From an optimization exercise on the open Yosys and OpenROAD flow, aimed at small area, a short achievable clock period and few clock cycles; shortcuts taken in it are not production practice.
Function was checked by simulation only, so behaviour that the tests miss may differ from the original.
No activity file was given, so power comes from the tool's default toggle rates.

==> 02-26 <==
==> flow/design.v <==
package pks_pkg;
    localparam int SLOT_COUNT = 16;
    localparam int SLOT_W     = 4;
    localparam int ID_W       = 8;
    localparam int PRIO_W     = 8;
    localparam int DUR_W      = 16;
    localparam int KEY_W      = 16;
    localparam int PAIR_N     = SLOT_COUNT * (SLOT_COUNT - 1) / 2;
    localparam logic [1:0] ACT_LOAD    = 2'd0;
    localparam logic [1:0] ACT_TICK    = 2'd1;
    localparam logic [1:0] ACT_RESTART = 2'd2;
    localparam logic [1:0] POL_ARRIVAL = 2'd0;
    localparam logic [1:0] POL_BURST   = 2'd1;
endpackage
import pks_pkg::*;
module pks_ctrl (
    input  logic        clk,
    input  logic        rst_n,
    input  logic        item_valid,
    input  logic [53:0] item_bits,
    output logic        item_stall,
    input  logic        result_stall,
    output logic        result_valid,
    output logic [27:0] result_bits,
    input  logic        stale_any,
    input  logic        stale_any_next,
    input  logic [27:0] tick_result,
    output logic [53:0] ir,
    output logic        go_load,
    output logic        go_restart,
    output logic        go_tick
);
    logic        ir_valid;
    logic        stall_reg;
    logic        hv;
    logic        sv;
    logic [27:0] hb;
    logic [27:0] sb;
    logic accept;
    logic deliver;
    logic tick_ok;
    logic go;
    logic ir_valid_next;
    logic ir_tick_next;
    logic sv_next;
    assign item_stall   = stall_reg;
    assign result_valid = hv;
    assign result_bits  = hb;
    assign accept  = item_valid && !stall_reg;
    assign deliver = hv && !result_stall;
    assign tick_ok = !stale_any && !sv;
    assign go_load    = ir_valid && (ir[53:52] == ACT_LOAD);
    assign go_restart = ir_valid && (ir[53:52] == ACT_RESTART);
    assign go_tick    = ir_valid && (ir[53:52] == ACT_TICK) && tick_ok;
    assign go         = ir_valid && ((ir[53:52] != ACT_TICK) || tick_ok);
    assign ir_valid_next = accept || (ir_valid && !go);
    assign ir_tick_next  = accept ? (item_bits[53:52] == ACT_TICK) : (ir[53:52] == ACT_TICK);
    always_comb
    begin
        sv_next = sv;
        if (sv && deliver)
            sv_next = 1'b0;
        else if (!sv && go_tick && hv && !deliver)
            sv_next = 1'b1;
    end
    always_ff @(posedge clk or negedge rst_n)
    begin
        if (!rst_n)
        begin
            ir_valid  <= 1'b0;
            stall_reg <= 1'b0;
            hv        <= 1'b0;
            sv        <= 1'b0;
        end
        else
        begin
            ir_valid  <= ir_valid_next;
            stall_reg <= ir_valid_next && ir_tick_next && (stale_any_next || sv_next);
            sv        <= sv_next;
            if (sv)
                hv <= 1'b1;
            else if (go_tick)
                hv <= 1'b1;
            else if (deliver)
                hv <= 1'b0;
        end
    end
    always_ff @(posedge clk)
    begin
        if (accept)
            ir <= item_bits;
        if (sv && deliver)
            hb <= sb;
        else if (!sv && go_tick && (!hv || deliver))
            hb <= tick_result;
        if (!sv && go_tick && hv && !deliver)
            sb <= tick_result;
    end
endmodule
import pks_pkg::*;
module pks_dp (
    input  logic        clk,
    input  logic        rst_n,
    input  logic        go_load,
    input  logic        go_restart,
    input  logic        go_tick,
    input  logic        pol_chg,
    input  logic [53:0] ir,
    input  logic [1:0]  policy,
    input  logic [4:0]  slots_in_use,
    output logic [27:0] tick_result,
    output logic        stale_any,
    output logic        stale_any_next
);
    logic [SLOT_COUNT-1:0][ID_W-1:0]   id_reg;
    logic [SLOT_COUNT-1:0][PRIO_W-1:0] prio_reg;
    logic [SLOT_COUNT-1:0][DUR_W-1:0]  arrival_reg;
    logic [SLOT_COUNT-1:0][DUR_W-1:0]  burst_reg;
    logic [SLOT_COUNT-1:0][DUR_W-1:0]  rem_reg;
    logic [SLOT_COUNT-1:0] valid_reg;
    logic [SLOT_COUNT-1:0] ready_reg;
    logic [SLOT_COUNT-1:0] fresh_reg;
    logic [SLOT_COUNT-1:0] stale_reg;
    logic [SLOT_COUNT-1:0] stale_next;
    logic [DUR_W-1:0]      tick_reg;
    logic [PAIR_N-1:0]     order_reg;
    logic [SLOT_W-1:0] ld_slot;
    logic [ID_W-1:0]   ld_id;
    logic [PRIO_W-1:0] ld_prio;
    logic [DUR_W-1:0]  ld_arr;
    logic [DUR_W-1:0]  ld_burst;
    assign ld_slot  = ir[51:48];
    assign ld_id    = ir[47:40];
    assign ld_prio  = ir[39:32];
    assign ld_arr   = ir[31:16];
    assign ld_burst = ir[15:0];
    function automatic logic [KEY_W-1:0] key_of(
        input logic [1:0]        pol,
        input logic [DUR_W-1:0]  arr,
        input logic [DUR_W-1:0]  bur,
        input logic [PRIO_W-1:0] pri
    );
        if (pol == POL_ARRIVAL)
            key_of = arr;
        else if (pol == POL_BURST)
            key_of = bur;
        else
            key_of = {8'd0, pri};
    endfunction
    function automatic int pidx(input int j, input int s);
        pidx = s * (s - 1) / 2 + j;
    endfunction
    logic [SLOT_COUNT-1:0][KEY_W-1:0] slot_key;
    logic [SLOT_COUNT-1:0] in_use;
    logic [SLOT_COUNT-1:0] ready_now;
    logic [SLOT_COUNT-1:0] nz;
    logic [SLOT_COUNT-1:0] is_one;
    logic [SLOT_COUNT-1:0] elig;
    logic [SLOT_COUNT-1:0] win;
    logic [SLOT_COUNT-1:0][DUR_W-1:0] rem_eff;
    always_comb
    begin
        for (int i = 0; i < SLOT_COUNT; i++)
        begin
            slot_key[i]  = key_of(policy, arrival_reg[i], burst_reg[i], prio_reg[i]);
            in_use[i]    = (5'(i) < slots_in_use);
            ready_now[i] = ready_reg[i] || (in_use[i] && (arrival_reg[i] == tick_reg));
            rem_eff[i]   = fresh_reg[i] ? burst_reg[i] : rem_reg[i];
            nz[i]        = valid_reg[i] && (rem_eff[i] != '0);
            is_one[i]    = (rem_eff[i] == 16'd1);
            elig[i]      = in_use[i] && ready_now[i] && nz[i];
        end
    end
    always_comb
    begin
        for (int i = 0; i < SLOT_COUNT; i++)
        begin
            win[i] = elig[i];
            for (int j = 0; j < SLOT_COUNT; j++)
            begin
                if (j < i)
                begin
                    if (elig[j] && order_reg[pidx(j, i)])
                        win[i] = 1'b0;
                end
                else if (j > i)
                begin
                    if (elig[j] && !order_reg[pidx(i, j)])
                        win[i] = 1'b0;
                end
            end
        end
    end
    logic [ID_W-1:0] run_id;
    logic            first_run;
    logic            finished;
    logic            all_done;
    always_comb
    begin
        run_id    = '0;
        first_run = 1'b0;
        finished  = 1'b0;
        all_done  = 1'b1;
        for (int i = 0; i < SLOT_COUNT; i++)
        begin
            run_id    = run_id | ({ID_W{win[i]}} & id_reg[i]);
            first_run = first_run | (win[i] && fresh_reg[i]);
            finished  = finished | (win[i] && is_one[i]);
            if (in_use[i] && nz[i] && !(win[i] && is_one[i]))
                all_done = 1'b0;
        end
    end
    assign tick_result = {tick_reg, run_id, !(|elig), first_run, finished, all_done};
    logic [SLOT_COUNT-1:0] stale_low;
    logic [SLOT_COUNT-1:0] row_sel;
    logic [SLOT_COUNT-1:0] row_before;
    logic [KEY_W-1:0]      eng_key;
    logic [KEY_W-1:0]      cmp_key;
    logic [SLOT_COUNT-1:0] beats;
    assign stale_any = |stale_reg;
    assign stale_low = stale_reg & (~stale_reg + 1'b1);
    always_comb
    begin
        eng_key = '0;
        for (int i = 0; i < SLOT_COUNT; i++)
            eng_key = eng_key | ({KEY_W{stale_low[i]}} & slot_key[i]);
        for (int i = 0; i < SLOT_COUNT; i++)
            row_sel[i] = go_load ? (ld_slot == SLOT_W'(i)) : stale_low[i];
        cmp_key = go_load ? key_of(policy, ld_arr, ld_burst, ld_prio) : eng_key;
        for (int j = 0; j < SLOT_COUNT; j++)
        begin
            row_before[j] = 1'b0;
            for (int s = j + 1; s < SLOT_COUNT; s++)
                row_before[j] = row_before[j] | row_sel[s];
            beats[j] = {slot_key[j], 1'b0} < {cmp_key, row_before[j]};
        end
        stale_next = stale_reg & ~row_sel;
        if (pol_chg)
            stale_next = '1;
    end
    assign stale_any_next = |stale_next;
    always_ff @(posedge clk)
    begin
        for (int s = 1; s < SLOT_COUNT; s++)
        begin
            for (int j = 0; j < s; j++)
            begin
                if (row_sel[s])
                    order_reg[pidx(j, s)] <= beats[j];
                else if (row_sel[j])
                    order_reg[pidx(j, s)] <= !beats[s];
            end
        end
    end
    always_ff @(posedge clk or negedge rst_n)
    begin
        if (!rst_n)
            stale_reg <= '0;
        else
            stale_reg <= stale_next;
    end
    always_ff @(posedge clk)
    begin
        for (int i = 0; i < SLOT_COUNT; i++)
        begin
            if (go_load && (ld_slot == SLOT_W'(i)))
            begin
                id_reg[i]      <= ld_id;
                prio_reg[i]    <= ld_prio;
                arrival_reg[i] <= ld_arr;
                burst_reg[i]   <= ld_burst;
            end
            if (go_tick && win[i])
                rem_reg[i] <= rem_eff[i] - 1'b1;
        end
    end
    always_ff @(posedge clk)
    begin
        for (int i = 0; i < SLOT_COUNT; i++)
        begin
            if ((go_load && (ld_slot == SLOT_W'(i))) || go_restart)
                fresh_reg[i] <= 1'b1;
            else if (go_tick && win[i])
                fresh_reg[i] <= 1'b0;
        end
    end
    always_ff @(posedge clk or negedge rst_n)
    begin
        if (!rst_n)
        begin
            valid_reg <= '0;
            ready_reg <= '0;
            tick_reg  <= '0;
        end
        else
        begin
            for (int i = 0; i < SLOT_COUNT; i++)
            begin
                if ((go_load && (ld_slot == SLOT_W'(i))) || go_restart)
                begin
                    valid_reg[i] <= 1'b1;
                    ready_reg[i] <= 1'b0;
                end
                else if (go_tick)
                    ready_reg[i] <= ready_now[i];
            end
            if (go_restart)
                tick_reg <= '0;
            else if (go_tick && (tick_reg != '1))
                tick_reg <= tick_reg + 1'b1;
        end
    end
endmodule
import pks_pkg::*;
module preemptive_key_scheduler (
    input  logic        clk,
    input  logic        rst_n,
    input  logic        item_valid,
    output logic        item_stall,
    input  logic [53:0] item_bits,
    output logic        result_valid,
    input  logic        result_stall,
    output logic [27:0] result_bits,
    input  logic        psel,
    input  logic        penable,
    input  logic        pwrite,
    input  logic [2:0]  paddr,
    input  logic [31:0] pwdata,
    output logic [31:0] prdata,
    output logic        pready
);
    logic [1:0]  policy_reg;
    logic [4:0]  slots_reg;
    logic [4:0]  prdata_reg;
    logic        cfg_write;
    logic        pol_chg;
    logic [53:0] ir;
    logic        go_load;
    logic        go_restart;
    logic        go_tick;
    logic        stale_any;
    logic        stale_any_next;
    logic [27:0] tick_result;
    assign pready    = 1'b1;
    assign cfg_write = psel && penable && pwrite;
    assign pol_chg = cfg_write && !paddr[2] &&
                     ((pwdata[1:0] != policy_reg) &&
                      !(pwdata[1] && policy_reg[1]));
    always_ff @(posedge clk or negedge rst_n)
    begin
        if (!rst_n)
        begin
            policy_reg <= POL_BURST;
            slots_reg  <= '0;
        end
        else if (cfg_write)
        begin
            if (paddr[2])
                slots_reg <= pwdata[4:0];
            else
                policy_reg <= pwdata[1:0];
        end
    end
    always_ff @(posedge clk)
    begin
        prdata_reg <= paddr[2] ? slots_reg : {3'd0, policy_reg};
    end
    assign prdata = {27'd0, prdata_reg};
    pks_ctrl u_ctrl (
        .clk            (clk),
        .rst_n          (rst_n),
        .item_valid     (item_valid),
        .item_bits      (item_bits),
        .item_stall     (item_stall),
        .result_stall   (result_stall),
        .result_valid   (result_valid),
        .result_bits    (result_bits),
        .stale_any      (stale_any),
        .stale_any_next (stale_any_next),
        .tick_result    (tick_result),
        .ir             (ir),
        .go_load        (go_load),
        .go_restart     (go_restart),
        .go_tick        (go_tick)
    );
    pks_dp u_dp (
        .clk            (clk),
        .rst_n          (rst_n),
        .go_load        (go_load),
        .go_restart     (go_restart),
        .go_tick        (go_tick),
        .pol_chg        (pol_chg),
        .ir             (ir),
        .policy         (policy_reg),
        .slots_in_use   (slots_reg),
        .tick_result    (tick_result),
        .stale_any      (stale_any),
        .stale_any_next (stale_any_next)
    );
endmodule
==> flow/run.sh <==
#!/bin/bash
# synth_recipe.tcl (not shown) runs the flow's synth.tcl, then flattens the netlist and writes it again
# the make line also repeats each setting of config.mk as NAME=value (left out here)
make -C /OpenROAD-flow-scripts/flow DESIGN_CONFIG=/design/flow/config.mk WORK_HOME=/design/flow/orfs CLKGATE_MAP_FILE= SYNTH_SCRIPT=/design/flow/synth_recipe.tcl finish
==> flow/config.mk <==
export PLATFORM = sky130hd
export DESIGN_NAME = preemptive_key_scheduler
export DESIGN_NICKNAME = preemptive_key_scheduler
export VERILOG_FILES = /design/flow/design.v
export SDC_FILE = /design/flow/constraint.sdc
export NUM_CORES = 4
export LEC_CHECK = 0
export CAP_MARGIN = 40
export CORE_MARGIN = 2
export CORE_UTILIZATION = 40
export PLACE_DENSITY = 0.6
export SLEW_MARGIN = 30
==> flow/constraint.sdc <==
create_clock -name core_clock -period 14.0 [get_ports {clk}]
set_input_delay 2.8000 -clock core_clock [delete_from_list [all_inputs] [get_ports {clk}]]
set_output_delay 2.8000 -clock core_clock [all_outputs]
set_load 0.01 [all_outputs]
==> 10-05 (differences from 02-26) <==
==> flow/design.v, changed modules only <==
module pks_dp (
    input  logic        clk,
    input  logic        rst_n,
    input  logic        go_load,
    input  logic        go_restart,
    input  logic        go_tick,
    input  logic        pol_chg,
    input  logic [53:0] ir,
    input  logic [1:0]  policy,
    input  logic [4:0]  slots_in_use,
    output logic [27:0] tick_result,
    output logic        stale_any,
    output logic        stale_any_next
);
    logic [SLOT_COUNT-1:0][ID_W-1:0]   id_reg;
    logic [SLOT_COUNT-1:0][PRIO_W-1:0] prio_reg;
    logic [SLOT_COUNT-1:0][DUR_W-1:0]  arrival_reg;
    logic [SLOT_COUNT-1:0][DUR_W-1:0]  burst_reg;
    logic [SLOT_COUNT-1:0][DUR_W-1:0]  rem_reg;
    logic [SLOT_COUNT-1:0] valid_reg;
    logic [SLOT_COUNT-1:0] ready_reg;
    logic [SLOT_COUNT-1:0] fresh_reg;
    logic [SLOT_COUNT-1:0] stale_reg;
    logic [SLOT_COUNT-1:0] stale_next;
    logic [DUR_W-1:0]      tick_reg;
    logic [PAIR_N-1:0]     order_reg;
    logic [SLOT_W-1:0] ld_slot;
    logic [ID_W-1:0]   ld_id;
    logic [PRIO_W-1:0] ld_prio;
    logic [DUR_W-1:0]  ld_arr;
    logic [DUR_W-1:0]  ld_burst;
    assign ld_slot  = ir[51:48];
    assign ld_id    = ir[47:40];
    assign ld_prio  = ir[39:32];
    assign ld_arr   = ir[31:16];
    assign ld_burst = ir[15:0];
    function automatic logic [KEY_W-1:0] key_of(
        input logic [1:0]        pol,
        input logic [DUR_W-1:0]  arr,
        input logic [DUR_W-1:0]  bur,
        input logic [PRIO_W-1:0] pri
    );
        if (pol == POL_ARRIVAL)
            key_of = arr;
        else if (pol == POL_BURST)
            key_of = bur;
        else
            key_of = {8'd0, pri};
    endfunction
    function automatic int pidx(input int j, input int s);
        pidx = s * (s - 1) / 2 + j;
    endfunction
    logic [SLOT_COUNT-1:0][KEY_W-1:0] slot_key;
    logic [SLOT_COUNT-1:0] in_use;
    logic [SLOT_COUNT-1:0] ready_now;
    logic [SLOT_COUNT-1:0] nz;
    logic [SLOT_COUNT-1:0] is_one;
    logic [SLOT_COUNT-1:0] elig;
    logic [SLOT_COUNT-1:0] win;
    logic [SLOT_COUNT-1:0] pend_reg;
    logic                  pend_fresh_reg;
    logic [DUR_W-1:0]      wb_base;
    logic [DUR_W-1:0]      wb_val;
    logic [SLOT_COUNT-1:0] r_zero, r_one, r_two;
    logic [SLOT_COUNT-1:0] b_zero, b_one, b_two;
    always_comb
    begin
        for (int i = 0; i < SLOT_COUNT; i++)
        begin
            slot_key[i]  = key_of(policy, arrival_reg[i], burst_reg[i], prio_reg[i]);
            in_use[i]    = (5'(i) < slots_in_use);
            ready_now[i] = ready_reg[i] || (in_use[i] && (arrival_reg[i] == tick_reg));
            r_zero[i]    = (rem_reg[i] == 16'd0);
            r_one[i]     = (rem_reg[i] == 16'd1);
            r_two[i]     = (rem_reg[i] == 16'd2);
            b_zero[i]    = (burst_reg[i] == 16'd0);
            b_one[i]     = (burst_reg[i] == 16'd1);
            b_two[i]     = (burst_reg[i] == 16'd2);
            if (fresh_reg[i])
            begin
                nz[i]     = valid_reg[i] && !b_zero[i];
                is_one[i] = b_one[i];
            end
            else if (pend_reg[i])
            begin
                nz[i]     = pend_fresh_reg ? !b_one[i] : !r_one[i];
                is_one[i] = pend_fresh_reg ? b_two[i] : r_two[i];
            end
            else
            begin
                nz[i]     = valid_reg[i] && !r_zero[i];
                is_one[i] = r_one[i];
            end
            elig[i]      = in_use[i] && ready_now[i] && nz[i];
        end
    end
    always_comb
    begin
        for (int i = 0; i < SLOT_COUNT; i++)
        begin
            win[i] = elig[i];
            for (int j = 0; j < SLOT_COUNT; j++)
            begin
                if (j < i)
                begin
                    if (elig[j] && order_reg[pidx(j, i)])
                        win[i] = 1'b0;
                end
                else if (j > i)
                begin
                    if (elig[j] && !order_reg[pidx(i, j)])
                        win[i] = 1'b0;
                end
            end
        end
    end
    logic [ID_W-1:0] run_id;
    logic            first_run;
    logic            finished;
    logic            all_done;
    always_comb
    begin
        run_id    = '0;
        first_run = 1'b0;
        finished  = 1'b0;
        all_done  = 1'b1;
        for (int i = 0; i < SLOT_COUNT; i++)
        begin
            run_id    = run_id | ({ID_W{win[i]}} & id_reg[i]);
            first_run = first_run | (win[i] && fresh_reg[i]);
            finished  = finished | (win[i] && is_one[i]);
            if (in_use[i] && nz[i] && !(win[i] && is_one[i]))
                all_done = 1'b0;
        end
    end
    assign tick_result = {tick_reg, run_id, !(|elig), first_run, finished, all_done};
    logic [SLOT_COUNT-1:0] stale_low;
    logic [SLOT_COUNT-1:0] stale_low_reg;
    logic [SLOT_COUNT-1:0] row_sel;
    logic [SLOT_COUNT-1:0] row_before;
    logic [KEY_W-1:0]      eng_key;
    logic [KEY_W-1:0]      cmp_key;
    logic [SLOT_COUNT-1:0] beats;
    assign stale_any = |stale_reg;
    assign stale_low = stale_next & (~stale_next + 1'b1);
    always_comb
    begin
        eng_key = '0;
        for (int i = 0; i < SLOT_COUNT; i++)
            eng_key = eng_key | ({KEY_W{stale_low_reg[i]}} & slot_key[i]);
        for (int i = 0; i < SLOT_COUNT; i++)
            row_sel[i] = go_load ? (ld_slot == SLOT_W'(i)) : stale_low_reg[i];
        cmp_key = go_load ? key_of(policy, ld_arr, ld_burst, ld_prio) : eng_key;
        for (int j = 0; j < SLOT_COUNT; j++)
        begin
            row_before[j] = 1'b0;
            for (int s = j + 1; s < SLOT_COUNT; s++)
                row_before[j] = row_before[j] | row_sel[s];
            beats[j] = {slot_key[j], 1'b0} < {cmp_key, row_before[j]};
        end
        stale_next = stale_reg & ~row_sel;
        if (pol_chg)
            stale_next = '1;
    end
    assign stale_any_next = |stale_next;
    always_ff @(posedge clk)
    begin
        for (int s = 1; s < SLOT_COUNT; s++)
        begin
            for (int j = 0; j < s; j++)
            begin
                if (row_sel[s])
                    order_reg[pidx(j, s)] <= beats[j];
                else if (row_sel[j])
                    order_reg[pidx(j, s)] <= !beats[s];
            end
        end
    end
    always_ff @(posedge clk or negedge rst_n)
    begin
        if (!rst_n)
        begin
            stale_reg     <= '0;
            stale_low_reg <= '0;
        end
        else
        begin
            stale_reg     <= stale_next;
            stale_low_reg <= stale_low;
        end
    end
    always_ff @(posedge clk)
    begin
        for (int i = 0; i < SLOT_COUNT; i++)
        begin
            if (go_load && (ld_slot == SLOT_W'(i)))
            begin
                id_reg[i]      <= ld_id;
                prio_reg[i]    <= ld_prio;
                arrival_reg[i] <= ld_arr;
                burst_reg[i]   <= ld_burst;
            end
            if (pend_reg[i])
                rem_reg[i] <= wb_val;
        end
    end
    always_comb
    begin
        wb_base = '0;
        for (int i = 0; i < SLOT_COUNT; i++)
            wb_base = wb_base | ({DUR_W{pend_reg[i]}} & (pend_fresh_reg ? burst_reg[i] : rem_reg[i]));
        wb_val = wb_base - 1'b1;
    end
    always_ff @(posedge clk or negedge rst_n)
    begin
        if (!rst_n)
            pend_reg <= '0;
        else
            pend_reg <= go_tick ? win : '0;
    end
    always_ff @(posedge clk)
    begin
        pend_fresh_reg <= first_run;
    end
    always_ff @(posedge clk)
    begin
        for (int i = 0; i < SLOT_COUNT; i++)
        begin
            if ((go_load && (ld_slot == SLOT_W'(i))) || go_restart)
                fresh_reg[i] <= 1'b1;
            else if (go_tick && win[i])
                fresh_reg[i] <= 1'b0;
        end
    end
    always_ff @(posedge clk or negedge rst_n)
    begin
        if (!rst_n)
        begin
            valid_reg <= '0;
            ready_reg <= '0;
            tick_reg  <= '0;
        end
        else
        begin
            for (int i = 0; i < SLOT_COUNT; i++)
            begin
                if ((go_load && (ld_slot == SLOT_W'(i))) || go_restart)
                begin
                    valid_reg[i] <= 1'b1;
                    ready_reg[i] <= 1'b0;
                end
                else if (go_tick)
                    ready_reg[i] <= ready_now[i];
            end
            if (go_restart)
                tick_reg <= '0;
            else if (go_tick && (tick_reg != '1))
                tick_reg <= tick_reg + 1'b1;
        end
    end
endmodule
==> flow/flow/run.sh (new file) <==
#!/bin/bash
# Standard layout (the standard.sh) with a larger setup margin for
# ORFS's repair_timing, so that repair works towards a shorter period than
# the clock constraint asks. Constraints and scripts are unchanged.
export SETUP_SLACK_MARGIN=9.3
bash standard.sh > standard.log 2>&1
==> flow/standard.sh (new file) <==
#!/bin/bash
# synth_recipe.tcl (not shown) runs the flow's synth.tcl, then flattens the netlist and writes it again
# the make line also repeats each setting of config.mk as NAME=value (left out here)
make -C /OpenROAD-flow-scripts/flow DESIGN_CONFIG=/design/flow/config.mk WORK_HOME=/design/flow/orfs CLKGATE_MAP_FILE= SYNTH_SCRIPT=/design/flow/synth_recipe.tcl "${@:-finish}"
removed: flow/run.sh
==> qor summary <==
| metric | 02-26 | 10-05 |
|---|---|---|
| Run status | no timing/DRC/antenna violations | no timing/DRC/antenna violations |
| Share of async-settable or async-resettable flops after synthesis | 5.556% | 7.670% |
| Clock insertion delay at the later pin of the skew report | 0.86 ns | 0.87 ns |
| Start point of the worst hold path | u_dp.valid_reg[1] | u_ctrl.ir[15] |
| Power in sequential cells | 0.00495 W | 0.00521 W |
| Multi-input gates | 4401 | 3874 |
| Die area | 184100 um^2 | 178700 um^2 |
| Setup repair after global routing missed its margin | no | yes |
| Peak ir drop on the vdd network | 0.1522 mV | 0.1407 mV |
| Met3 layer wire length in the routed design | 31590 um | 47800 um |
| Worst hold margin | 0.4669 ns | 0.4636 ns |
| Worst clock skew | 0.05513 ns | 0.04697 ns |
| CTS Sinks | 1350 | 1382 |
| Final Power | 0.01408 W | 0.01733 W |
| Total of fill cells in the finished design | 16310 | 14900 |
| Seq/total area | 48.11% | 45.57% |
| Tmin final | 8.118 ns | 5.313 ns |
| Standby leakage power | 31.74 nW | 33.81 nW |
| Number of gates on the worst path with buffers counted | 21 | 20 |
| First-pass GRT wire length | 423600 um | 526400 um |
| Die span in x | 429.0 um | 422.7 um |
| Final critical-path share of the clock period | 57.98% | 37.95% |
| Combinational group power | 0.00481 W | 0.00781 W |
| Cell-internal power | 0.008780 W | 0.01055 W |
| Cts bufs inserted | 154 | 157 |
Testbench counts of 02-26, summed over its fixed seeds: cycles 8,808.
Testbench counts of 10-05, summed over its fixed seeds: cycles 8,808.

separate check: timing with driven ports:
In the flow no input, the clock included, has a driving cell. The finished layouts below were timed again as built, in two steps.
Step 1 sets driving cells, clkbuf_16 on the clock port and buf_2 on the other inputs (assumed; they add their load-dependent delay and slew).
Step 2 also shifts input and output timing later by t, the mid clock arrival at the registers, as if the neighbouring blocks saw the same clock.
a / b / c = no drivers / after step 1 / after step 2; a / b = the first two.
| run | shift t [ns] | slack for setup (ns) | hold WS [ns] | worst setup path at the end |
|---|---|---|---|---|
| 02-26 | 0.924 | 5.882 / 5.882 / 5.882 | 0.467 / 0.467 / 0.467 | register to register |
| 10-05 | 0.938 | 8.687 / 8.686 / 8.533 | 0.464 / 0.464 / 0.464 | input to register |
After both steps every run listed still meets setup and hold. For 10-05, which loses most, drivers alone change the setup slack by -0.001 ns; drivers and shift together by -0.154 ns.
